From an optimization exercise on the open Yosys and OpenROAD flow, aimed at small area, a short achievable clock period and few clock cycles per item; shortcuts taken in it are not production practice.
No run shown here included a check of the RTL's function; only the layout flow was run.

==> flow/design.v, too long to show whole: its modules and the start of the top module <==
// module img2col: 618 lines
// module bus_out: 18 lines
module img2col (
    input  logic        clk,
    input  logic        nrst,
    input  logic        wb_cyc_i,
    input  logic        wb_stb_i,
    input  logic        wb_we_i,
    input  logic [6:0]  wb_adr_i,
    input  logic [31:0] wb_dat_i,
    output logic        wb_ack_o,
    output logic [31:0] wb_dat_o
);
  // ...
==> flow/run.sh <==
#!/bin/bash
# synth_recipe.tcl (not shown) runs the flow's synth.tcl, then flattens the netlist and writes it again
# the make line also repeats each setting of config.mk as NAME=value (left out here)
make -C /OpenROAD-flow-scripts/flow DESIGN_CONFIG=/design/flow/config.mk WORK_HOME=/design/flow/orfs CLKGATE_MAP_FILE= SYNTH_SCRIPT=/design/flow/synth_recipe.tcl finish
==> flow/config.mk <==
export PLATFORM = sky130hd
export DESIGN_NAME = img2col
export DESIGN_NICKNAME = img2col
export VERILOG_FILES = /design/flow/design.v
export SDC_FILE = /design/flow/constraint.sdc
export NUM_CORES = 4
export LEC_CHECK = 0
export ABC_CLOCK_PERIOD_IN_PS = 4500
export CAP_MARGIN = 20
export CORE_MARGIN = 2
export CORE_UTILIZATION = 45
export SETUP_SLACK_MARGIN = 5.0
export SLEW_MARGIN = 20
export SYNTH_HIERARCHICAL = 1
==> flow/constraint.sdc <==
create_clock -name core_clock -period 10.0 [get_ports {clk}]
set_input_delay 2.0000 -clock core_clock [delete_from_list [all_inputs] [get_ports {clk}]]
set_output_delay 2.0000 -clock core_clock [all_outputs]
set_load 0.01 [all_outputs]
==> impl_metrics.tcl, run 1 <==
set metrics [dict create \
    status "timing/DRC/antenna clean" \
    start_util_pct 45.3 \
    highest_layer "met5" \
    fp.dieH_um 294 \
    slowest_delay_ns 0.44 \
    met1_length_um 46600 \
    cap_viol_max_count 0 \
    hpwlAfterDp_um 71300 \
    whs_path_depth 0 \
    fillers 7055 \
    ys_types 86 \
    die_w_um 294 \
    seq_area_frac_synth_pct 55.9 \
    met3WireLength_um 7510 \
    period_minus_slack_ns 5.40 \
    ys_ff_latch 750 \
    synth_area_um2 37800 \
    final_common_cell "edfxtp_1" \
    final_cell_area_um2 42600 \
    multi_input_area_share_pct 36.3 \
    inverters 225 \
    grt_start_max_net_pins 161 \
    holdWs_ns 0.438 \
    cp-startpoint "res_c[2]" \
    cts_buffer_depth 3 \
    drc_errors 0 \
    cp_num_buf_inv 2 \
    yosys-top-cells-area "edfxtp_1 48%, fa_1 9.2%, dfxtp_1 6.9%, mux2_2 4.2%, mux2i_1 2.9%" \
    async_flop_share_pct 1.47 \
    hold_path_class "flop to flop" \
    post_cts_buffers 28 \
    cp_slowest_cell "edfxtp_1" \
    yosysTopAreaCell "edfxtp_1" \
    dp.cells 3879 \
    vias 23700 \
]
==> inputs of run 2 (changes only) <==
--- a/flow/config.mk
+++ b/flow/config.mk
@@ -5,7 +5,7 @@
 export SDC_FILE = /design/flow/constraint.sdc
 export NUM_CORES = 4
 export LEC_CHECK = 0
-export ABC_CLOCK_PERIOD_IN_PS = 4500
+export ABC_CLOCK_PERIOD_IN_PS = 3000
 export CAP_MARGIN = 20
 export CORE_MARGIN = 2
 export CORE_UTILIZATION = 45
==> run 2 against run 1 <==
Cell area is the same. Clock-buffer cell count is the same. Non-clock buffer count is the same. Critical path type unchanged. Largest cell class unchanged.
==> impl_metrics.tcl, run 2 <==
set metrics [dict create \
    grt_pass1_wl_um 159000 \
    cap_viol_max_count 0 \
    setup_viol 0 \
    drive_gt1_share_pct 18.1 \
    ys.flop_type "edfxtp_1" \
    syn_inst 2903 \
    start_kind "flop" \
    async_flop_share_pct 1.47 \
    synthToLayoutAreaGrowth_pct 12.6 \
    antenna_found_initial 2 \
    synth_warnings 20 \
    yosysTopAreaCell "edfxtp_1" \
    start_util_pct 45.3 \
    synth_most_common_cell "edfxtp_1" \
    yosysTopAreaCellShare_pct 48.3 \
    finalMaxSlewViolations 0 \
    hold_path_class "flop to flop" \
    postRouteAntennaNets 0 \
    synth-edff-count 608 \
    die_w_um 294 \
    viasPerCell 5.82 \
    nets 3182 \
    synth_nets 3165 \
    ys_ff_latch 750 \
    ios 77 \
    fp.dieH_um 294 \
    cts_buffers 79 \
    status "timing/DRC/antenna clean" \
    cts.sinks 750 \
    rsz0062_at_grt "true" \
    post-route-period-util_pct 54.0 \
    grt.total_usage_pct 25.1 \
    drc_errors 0 \
    crit_path_end_kind "output pin" \
    gp_congestion 0.934 \
    gr-total-overflow 0 \
    final_hold_viol_count 0 \
    maxSlewHeadroom_pct 25.5 \
    final_common_cell "edfxtp_1" \
    cts_buffer_depth 3 \
    dp.cells 3879 \
    first_pass_iters 6 \
    ys_types 86 \
    seq_area_frac_synth_pct 55.9 \
    largest_registers "pix (200), wgt (200), reuse (160)" \
    core_area_um2 83400 \
    htree_levels 3 \
    first_global_vias 24100 \
    avgSynthCellArea_um2 13.0 \
    grt_start_max_net_pins 161 \
    worst_slew_pin_slew_ns 1.12 \
    clk_pin_slew_ns 0.06 \
    layout.cells.non_filler 4066 \
    period_minus_slack_ns 5.40 \
    dieArea_um2 86400 \
    fmax_mhz 185 \
    drtIter0Drc 2504 \
    io_buffers 52 \
    critPathKind "flop to output pin" \
    wl_um 108000 \
    clock_latency_ns 0.64 \
    synth_area_um2 37800 \
    required_ns 8.00 \
    setup_tns_ns 0 \
    yosys-top-cells-area "edfxtp_1 48%, fa_1 9.2%, dfxtp_1 6.9%, mux2_2 4.2%, mux2i_1 2.9%" \
    cp_max_fo 5 \
    fin_skew_ns 0.0284 \
    wire_per_inst_um 26.7 \
    cts_tree "yes" \
    crit_arrival_ns 3.40 \
    root_buffer "clkbuf_16" \
    vias 23700 \
    synth_common_cells "608 x edfxtp_1, 292 x nand2_1, 220 x inv_1, 173 x fa_1, 140 x mux2_2" \
    final_cell_mix "608 x edfxtp_1, 291 x nand2_1, 218 x inv_1, 172 x fa_1, 140 x mux2_2" \
    std_cell_rows 106 \
    hpwlAfterDp_um 71300 \
]
-- run 2: cell counts after synthesis --
Identical to the previous run, type by type.
-- run 2: final timing paths --
check | from | end | cells after the start | slack (ns)
worst min-delay path | pix[23][2] | reuse[18][2] | 0 | 0.44
worst max-delay path | res_c[2] | wb_dat_o[28] | 12 | 4.60
max in group asynchronous | nrst | calc_q | 1 | 7.73
worst min register to register | pix[23][2] | reuse[18][2] | 0 | 0.44
min in group asynchronous | nrst | first_q | 1 | 1.77
worst max register to register | calc_q | n_q[7] | 18 | 5.17
-- run 2: logic make-up after synthesis --
family	synth area share, %
AO/OA/AOI/OAI	8.47
XOR/XNOR	4.47
adder cells (fa/ha/maj)	10.6
buffers and inverters	4.62
flip-flops	55.9
multiplexers	9.31
AND/OR/NAND/NOR	6.56
-- run 2: worst max-delay path, cell delays in order, from the launching register on --
cell	delay [ns]
edfxtp_1	0.44
ha_4	0.28
a211oi_4	0.27
o21bai_2	0.12
a31o_4	0.25
a311oi_4	0.28
o31ai_2	0.11
nand2_1	0.10
mux2i_1	0.22
nand3_2	0.19
a21o_4	0.28
buf_6	0.12
buf_6	0.11
-- run 2: layout make-up --
cell class / instances / area, um^2
multi-input combinational: 1732 / 15500
inverter: 225 / 853
antenna: 1 / 2.50
tap: 1080 / 1350
sequential: 750 / 21200
clock inverter: 44 / 438
fill: 7055 / 40800
clock buffer: 102 / 2150
timing repair buffer: 132 / 1170
-- run 2: Yosys stat by module, one instance, submodules excluded --
module / cells inside / times used / area (um^2) / flops+latches
bus_out: 45 / 1 / 333 / 0
img2col: 2858 / 1 / 37500 / 750
-- run 2: timing repair --
action,in CTS,in global routing
hold buffers,0,0
buffers inserted,28,6
cloned,5,0
endpoints found under the setup margin,87,45
pin swaps,40,17
gates resized for setup,228,56
-- run 2: stage by stage --
step           utilization (%)  hold WS (ns)  setup slack [ns]  area, um^2
3_5_place_dp              47.0         0.432              3.24       39200
3_3_place_gp              47.0         0.430              3.32       39200
4_1_cts                   50.8         0.434              4.46       42400
6_report                  51.1         0.438              4.60       42600
5_1_grt                   51.1         0.445              4.46       42600
2_1_floorplan                -         0.352              4.69       37900
-- run 2: metal layers --
metal	vias to the layer above	global-route usage, %	wire (um)
li1	10300	-	-
met1	12200	34.9	46600
met2	937	41.1	51500
met3	171	3.81	7510
met4	2	7.27	2780
met5	-	0	19
==> inputs of run 3 (changes only) <==
--- a/flow/config.mk
+++ b/flow/config.mk
@@ -9,6 +9,8 @@
 export CAP_MARGIN = 20
 export CORE_MARGIN = 2
 export CORE_UTILIZATION = 45
+export CTS_BUF_LIST = sky130_fd_sc_hd__clkbuf_8
+export CTS_CLUSTER_SIZE = 30
 export SETUP_SLACK_MARGIN = 5.0
 export SLEW_MARGIN = 20
 export SYNTH_HIERARCHICAL = 1
==> run 3 against run 2 <==
Maximum frequency shrank 2.5%. Clock-buffer cell count grew 37. Critical path depth is the same. Wire length grew 0.37%. Non-clock buffer count grew 2. Utilization shrank 0.12 points. Largest cell class unchanged.
==> impl_metrics.tcl, run 3 <==
set metrics [dict create \
    wire_per_inst_um 26.3 \
    synth_warnings 20 \
    synth_nets 3165 \
    final_common_cell "edfxtp_1" \
    grt_pass1_wl_um 160000 \
    fmax_mhz 180 \
    clk_pin_slew_ns 0.07 \
    ys.flop_type "edfxtp_1" \
    synth_common_cells "608 x edfxtp_1, 292 x nand2_1, 220 x inv_1, 173 x fa_1, 140 x mux2_2" \
    gp_congestion 0.934 \
    syn_inst 2903 \
    synthToLayoutAreaGrowth_pct 12.4 \
    start_util_pct 45.3 \
    cp_max_fo 5 \
    drtIter0Drc 2563 \
    hpwlAfterDp_um 71300 \
    hold_path_class "flop to flop" \
    rsz0062_at_grt "true" \
    synth_compound_area_share_pct 8.47 \
    required_ns 8.00 \
    use_met3_pct 4.09 \
    synthMuxAreaShare_pct 9.31 \
    root_buffer "clkbuf_8" \
    use_met2_pct 41.2 \
    clock_latency_ns 0.79 \
    holdWs_ns 0.447 \
    yosys-top-cells-area "edfxtp_1 48%, fa_1 9.2%, dfxtp_1 6.9%, mux2_2 4.2%, mux2i_1 2.9%" \
    critPathKind "flop to output pin" \
    grt_start_max_net_pins 161 \
    wl_um 109000 \
    final_hold_viol_count 0 \
    synth-xor-area-share_pct 4.47 \
    antenna_found_initial 5 \
    synth-edff-count 608 \
    fp.dieH_um 294 \
    seq_area_frac_synth_pct 55.9 \
    layout.cells.non_filler 4143 \
    io_buffers 52 \
    nets 3224 \
    final_cell_mix "608 x edfxtp_1, 291 x nand2_1, 255 x inv_1, 172 x fa_1, 141 x clkbuf_8" \
    ys_types 86 \
    die_w_um 294 \
    cts.sinks 750 \
    pre_cts_slack_ns 3.24 \
    post-route-period-util_pct 55.4 \
    core_area_um2 83400 \
    first_global_vias 24500 \
    synthAdderAreaFrac_pct 10.6 \
    ys_ff_latch 750 \
    cts_buffer_depth 3 \
    ios 77 \
    crit_arrival_ns 3.54 \
    dp.cells 3879 \
    fin_skew_ns 0.0474 \
    status "timing/DRC/antenna clean" \
    grt_use_met1_pct 34.7 \
    yosysTopAreaCellShare_pct 48.3 \
    start_kind "flop" \
    htree_levels 3 \
    maxSlewHeadroom_pct 27.5 \
    final.setup.worst_slack_ns 4.46 \
    cts_tree "yes" \
    utilization_pct 51.0 \
    setup_viol 0 \
    synth_area_um2 37800 \
    avgSynthCellArea_um2 13.0 \
    std_cell_rows 106 \
    synth_most_common_cell "edfxtp_1" \
    finalMaxSlewViolations 0 \
    ctsHoldBuffers 0 \
    cap_viol_max_count 0 \
    busiest_layer "met2" \
    setup_tns_ns 0 \
    first_pass_iters 5 \
    drc_errors 0 \
    dieArea_um2 86400 \
    largest_registers "pix (200), wgt (200), reuse (160)" \
    async_flop_share_pct 1.47 \
    viasPerCell 5.76 \
    postRouteAntennaNets 0 \
    synth_top_family_by_area "adder cells" \
    worst_slew_pin_slew_ns 1.09 \
    crit_path_end_kind "output pin" \
    period_minus_slack_ns 5.54 \
    drive_gt1_share_pct 19.7 \
    gr-total-overflow 0 \
    cts_buffers 119 \
    vias 23900 \
    yosysTopAreaCell "edfxtp_1" \
    synthSimpleGateAreaFrac_pct 6.56 \
    grt.total_usage_pct 25.3 \
]
## run 3: changes by cell type in the layout (fill, tap and decap cells not counted), sizes merged
cell and change:
inv +38, clkinv +1, clkbuf +38, bufinv -1
dlygate4sd2 -2, buf +3
## run 3: path summary, 6_finish.rpt
check,startpoint,end,slack [ns],cells past startpoint
min,pix[23][2],reuse[18][2],0.45,0
min reg2reg,pix[23][2],reuse[18][2],0.45,0
max reg2reg,slow1_q,n_q[8],5.16,13
max,res_c[2],wb_dat_o[31],4.46,12
max in group asynchronous,nrst,calc_q,7.91,1
min in group asynchronous,nrst,first_q,1.61,1
## run 3: routing by layer
| metal | vias up | wire (um) | part of all wire [%] |
|---|---|---|---|
| met1 | 12200 | 45800 | 42 |
| met5 | - | 25 | 0.023 |
| met3 | 175 | 8390 | 7.7 |
| met4 | 4 | 2810 | 2.6 |
| li1 | 10500 | - | - |
| met2 | 1022 | 51800 | 48 |
## run 3: logic make-up (layout without fill, tap and decap cells)
family                     Yosys count  count (layout)
DFF                                750             750
adders and majority gates          218             218
AOI/OAI and AO/OA                  466             469
and+or+nand+nor                    563             565
xor gates and xnor gates           193             193
muxes                              287             287
buffers and inverters              426             580
other                                0               1
## run 3: repair_timing
| action | 4_1_cts | 5_1_grt |
|---|---|---|
| setup endpoints to repair | 87 | 59 |
| pin swaps | 39 | 19 |
| setup buffers | 28 | 8 |
| hold endpoints to repair | 0 | 0 |
| gates resized for setup | 240 | 67 |
| gates cloned | 5 | 0 |
## run 3: stage by stage
step / cell area (um^2)
detailed placement: 39200
global placement: 39200
CTS: 42200
finish: 42500
floorplan: 37900
global route: 42500
## run 3: critical path: stages, from the launching register on
cell and delay [ns]:
edfxtp_1 0.44, ha_4 0.28, a211oi_4 0.27, o21bai_2 0.12, a31o_4 0.25, a311oi_4 0.27
o31ai_2 0.11, nand2_1 0.10, mux2i_1 0.22, nand3_2 0.19, a21o_4 0.28, buf_6 0.13
buf_6 0.11
## run 3: final cells by class
class,count,area [um^2]
flip-flops and latches,750,21200
fillers,7097,40900
well taps,1080,1350
multi-input cells,1732,15500
repair buffers,134,1170
clock inverters,82,518
diodes,1,2.50
inverters,225,856
clock buffers,139,1910
## run 3: modules after synthesis, one instance, submodules excluded
module / cell area [um^2] / times used / cells inside
img2col: 37500 / 1 / 2858
bus_out: 333 / 1 / 45
==> inputs of run 4 (changes only) <==
==> flow/config.mk (replaced) <==
export PLATFORM = sky130hd
export DESIGN_NAME = img2col
export DESIGN_NICKNAME = img2col
export VERILOG_FILES = /design/flow/design.v
export SDC_FILE = /design/flow/constraint.sdc
export NUM_CORES = 4
export LEC_CHECK = 0
export ABC_CLOCK_PERIOD_IN_PS = 4500
export CAP_MARGIN = 20
export CORE_MARGIN = 2
export CORE_UTILIZATION = 45
export CTS_CLUSTER_DIAMETER = 120
export CTS_CLUSTER_SIZE = 24
export SETUP_SLACK_MARGIN = 5.0
export SLEW_MARGIN = 20
export SYNTH_HIERARCHICAL = 1
==> run 4 against run 3 <==
Still clean. Critical path depth unchanged. Clock-buffer cell count down 77. Cell area down 3.1%. Utilization down 1.6 points. Clock skew down 0.0065 ns. Die area unchanged. Critical endpoint is now wb_dat_o[26]. Largest cell class unchanged.
==> impl_metrics.tcl, run 4 <==
set metrics [dict create \
    setup_tns_ns 0 \
    grt_start_max_net_pins 161 \
    core_area_um2 83400 \
    grt.total_usage_pct 24.8 \
    post_dp_cell_area_um2 39200 \
    viasPerCell 5.83 \
    period_minus_slack_ns 5.39 \
    seq_area_frac_synth_pct 55.9 \
    async_flop_share_pct 1.47 \
    fp.dieH_um 294 \
    cp_max_fo 5 \
    final.setup.worst_slack_ns 4.61 \
    hold_path_class "flop to flop" \
    avgSynthCellArea_um2 13.0 \
    wl_um 107000 \
    ys.flop_type "edfxtp_1" \
    cts_buffers 38 \
    die_w_um 294 \
    largest_registers "pix (200), wgt (200), reuse (160)" \
    std_cell_rows 106 \
    worst_slew_pin_slew_ns 1.09 \
    layout.cells.non_filler 3999 \
    io_buffers 52 \
    yosysTopAreaCellShare_pct 48.3 \
    fillers 7190 \
    crit_path_end "wb_dat_o[26]" \
    hpwlAfterDp_um 71300 \
    met3WireLength_um 7070 \
    ys_ff_latch 750 \
    status "timing/DRC/antenna clean" \
    r2r_slack_ns 5.24 \
    ios 77 \
    n_antenna_cell 0 \
    yosys-top-cells-area "edfxtp_1 48%, fa_1 9.2%, dfxtp_1 6.9%, mux2_2 4.2%, mux2i_1 2.9%" \
    ys_types 86 \
    crit_path_end_kind "output pin" \
    fmax_mhz 186 \
    final_hold_viol_count 0 \
    synth_most_common_cell "edfxtp_1" \
    crit_arrival_ns 3.39 \
    post-route-period-util_pct 53.9 \
    required_ns 8.00 \
    cts_tree "yes" \
    cp-startpoint "res_c[2]" \
    maxSlewHeadroom_pct 27.1 \
    grt_pass1_wl_um 158000 \
    synth_common_cells "608 x edfxtp_1, 292 x nand2_1, 220 x inv_1, 173 x fa_1, 140 x mux2_2" \
    synthToLayoutAreaGrowth_pct 8.95 \
    rr_worst_depth 17 \
    highest_layer "met4" \
    critPathKind "flop to output pin" \
    final_cell_area_um2 41200 \
    nets 3151 \
    ctsHoldBuffers 0 \
    drive_gt1_share_pct 16.4 \
    antenna_found_initial 1 \
    fin_skew_ns 0.0409 \
    drtIter0Drc 2604 \
    dieArea_um2 86400 \
    r2r-end "n_q[7]" \
    dp.cells 3879 \
    holdWs_ns 0.458 \
    synth_warnings 20 \
    first_global_vias 23600 \
    timing.rr.start "calc_q" \
    synth-edff-count 608 \
    finalMaxSlewViolations 0 \
    clk_pin_slew_ns 0.10 \
    start_util_pct 45.3 \
    wire_per_inst_um 26.8 \
    gp_congestion 0.934 \
    first_pass_iters 5 \
    clock_latency_ns 0.62 \
    vias 23300 \
    synth_nets 3165 \
    cts.sinks 750 \
    cap_viol_max_count 0 \
    yosysTopAreaCell "edfxtp_1" \
    met1_length_um 46200 \
    postRouteAntennaNets 0 \
    setup_viol 0 \
    drc_errors 0 \
    whs_path_depth 0 \
    gr-total-overflow 0 \
    rsz0062_at_grt "true" \
    pre_cts_slack_ns 3.24 \
    wl_met2_um 51600 \
    start_kind "flop" \
    final_common_cell "edfxtp_1" \
    final_cell_mix "608 x edfxtp_1, 291 x nand2_1, 218 x inv_1, 172 x fa_1, 140 x mux2_2" \
    root_buffer "clkbuf_16" \
    synth_area_um2 37800 \
    syn_inst 2903 \
    htree_levels 2 \
    cts_buffer_depth 3 \
]
==> run 4: cell counts after synthesis <==
Identical to the previous run, type by type.
==> run 4: per-module statistics from Yosys (local to each module, per instance) <==
module | cell area [um^2] | times used | flip-flops and latches | cells inside
bus_out | 333 | 1 | 0 | 45
img2col | 37500 | 1 | 750 | 2858
==> run 4: cells by family (layout without fill, tap and decap cells) <==
| family | after synthesis | after routing | synth area share, % |
|---|---|---|---|
| flip-flops | 750 | 750 | 55.9 |
| AND/OR/NAND/NOR | 563 | 565 | 6.56 |
| AO/OA/AOI/OAI | 466 | 469 | 8.47 |
| buffers and inverters | 426 | 437 | 4.62 |
| multiplexers | 287 | 287 | 9.31 |
| adder cells (fa/ha/maj) | 218 | 218 | 10.6 |
| XOR/XNOR | 193 | 193 | 4.47 |
==> run 4: cell type report <==
type | instances | area (um^2) | share of cell area [%]
sequential | 750 | 21200 | 51.4
inverter | 225 | 856 | 2.08
timing repair buffer | 142 | 1220 | 2.97
tap | 1080 | 1350 | 3.28
multi-input combinational | 1732 | 15500 | 37.5
clock buffer | 62 | 1040 | 2.53
clock inverter | 8 | 106 | 0.258
==> run 4: critical path, stage by stage, from the launching register on <==
cell      delay, ns
edfxtp_1       0.45
ha_4           0.28
a211oi_4       0.27
o21bai_2       0.12
a31o_4         0.25
a311oi_4       0.28
o31ai_2        0.11
nand2_1        0.10
mux2i_1        0.22
nand3_2        0.18
a21o_4         0.27
buf_6          0.11
buf_2          0.13
==> run 4: layer usage <==
metal / track usage (%) / vias to the layer above
met5: 0 / -
met2: 40.9 / 851
met1: 35.0 / 12100
met3: 3.22 / 114
met4: 6.07 / 0
li1: - / 10200
==> run 4: repair_timing <==
item | CTS | global route
buffers inserted | 30 | 14
resized for setup | 227 | 57
endpoints found under the hold margin | 0 | 0
endpoints found under the setup margin | 99 | 40
gates cloned | 5 | 0
pin swaps | 40 | 24
==> run 4: how the worst min path moves through the flow <==
stage,start,end
after floorplan,slow1_q,slow2_q
after global placement,pix[21][5],reuse[16][5]
after detailed placement,pix[23][7],reuse[18][7]
after CTS,pix[23][7],reuse[18][7]
after global routing,pix[23][2],reuse[18][2]
final,pix[22][6],reuse[17][6]
==> run 4: stage by stage <==
stage / util, %
after floorplan: -
after global placement: 47.0
after detailed placement: 47.0
after CTS: 49.0
after global routing: 49.4
final: 49.4

## static timing again, ports no longer ideal
No port has a modelled driver above. Below, the same layouts with a new extraction and two added sets of constraints.
Step 1 sets driving cells, clkbuf_16 on the clock port and buf_2 on the other inputs (assumed; they add their load-dependent delay and slew).
Step 2 also shifts input and output timing later by t, the mid clock arrival at the registers, as if the neighbouring blocks saw the same clock.
Three values: ideal ports, drivers, drivers and shift; two values: the first two.
run	shift t [ns]	setup slack, ns	hold slack, ns	worst setup path at the end	clock arrival spread, ns
run 1	0.698	4.596 / 4.526 / 4.453	0.438 / 0.438 / 0.438	input to register	0.033 / 0.033
run 2	0.698	4.596 / 4.526 / 4.453	0.438 / 0.438 / 0.438	input to register	0.033 / 0.033
run 3	0.823	4.456 / 4.397 / 4.435	0.447 / 0.447 / 0.447	input to register	0.048 / 0.048
run 4	0.665	4.611 / 4.549 / 4.517	0.458 / 0.458 / 0.458	input to register	0.043 / 0.044
After both steps every run listed still meets setup and hold.
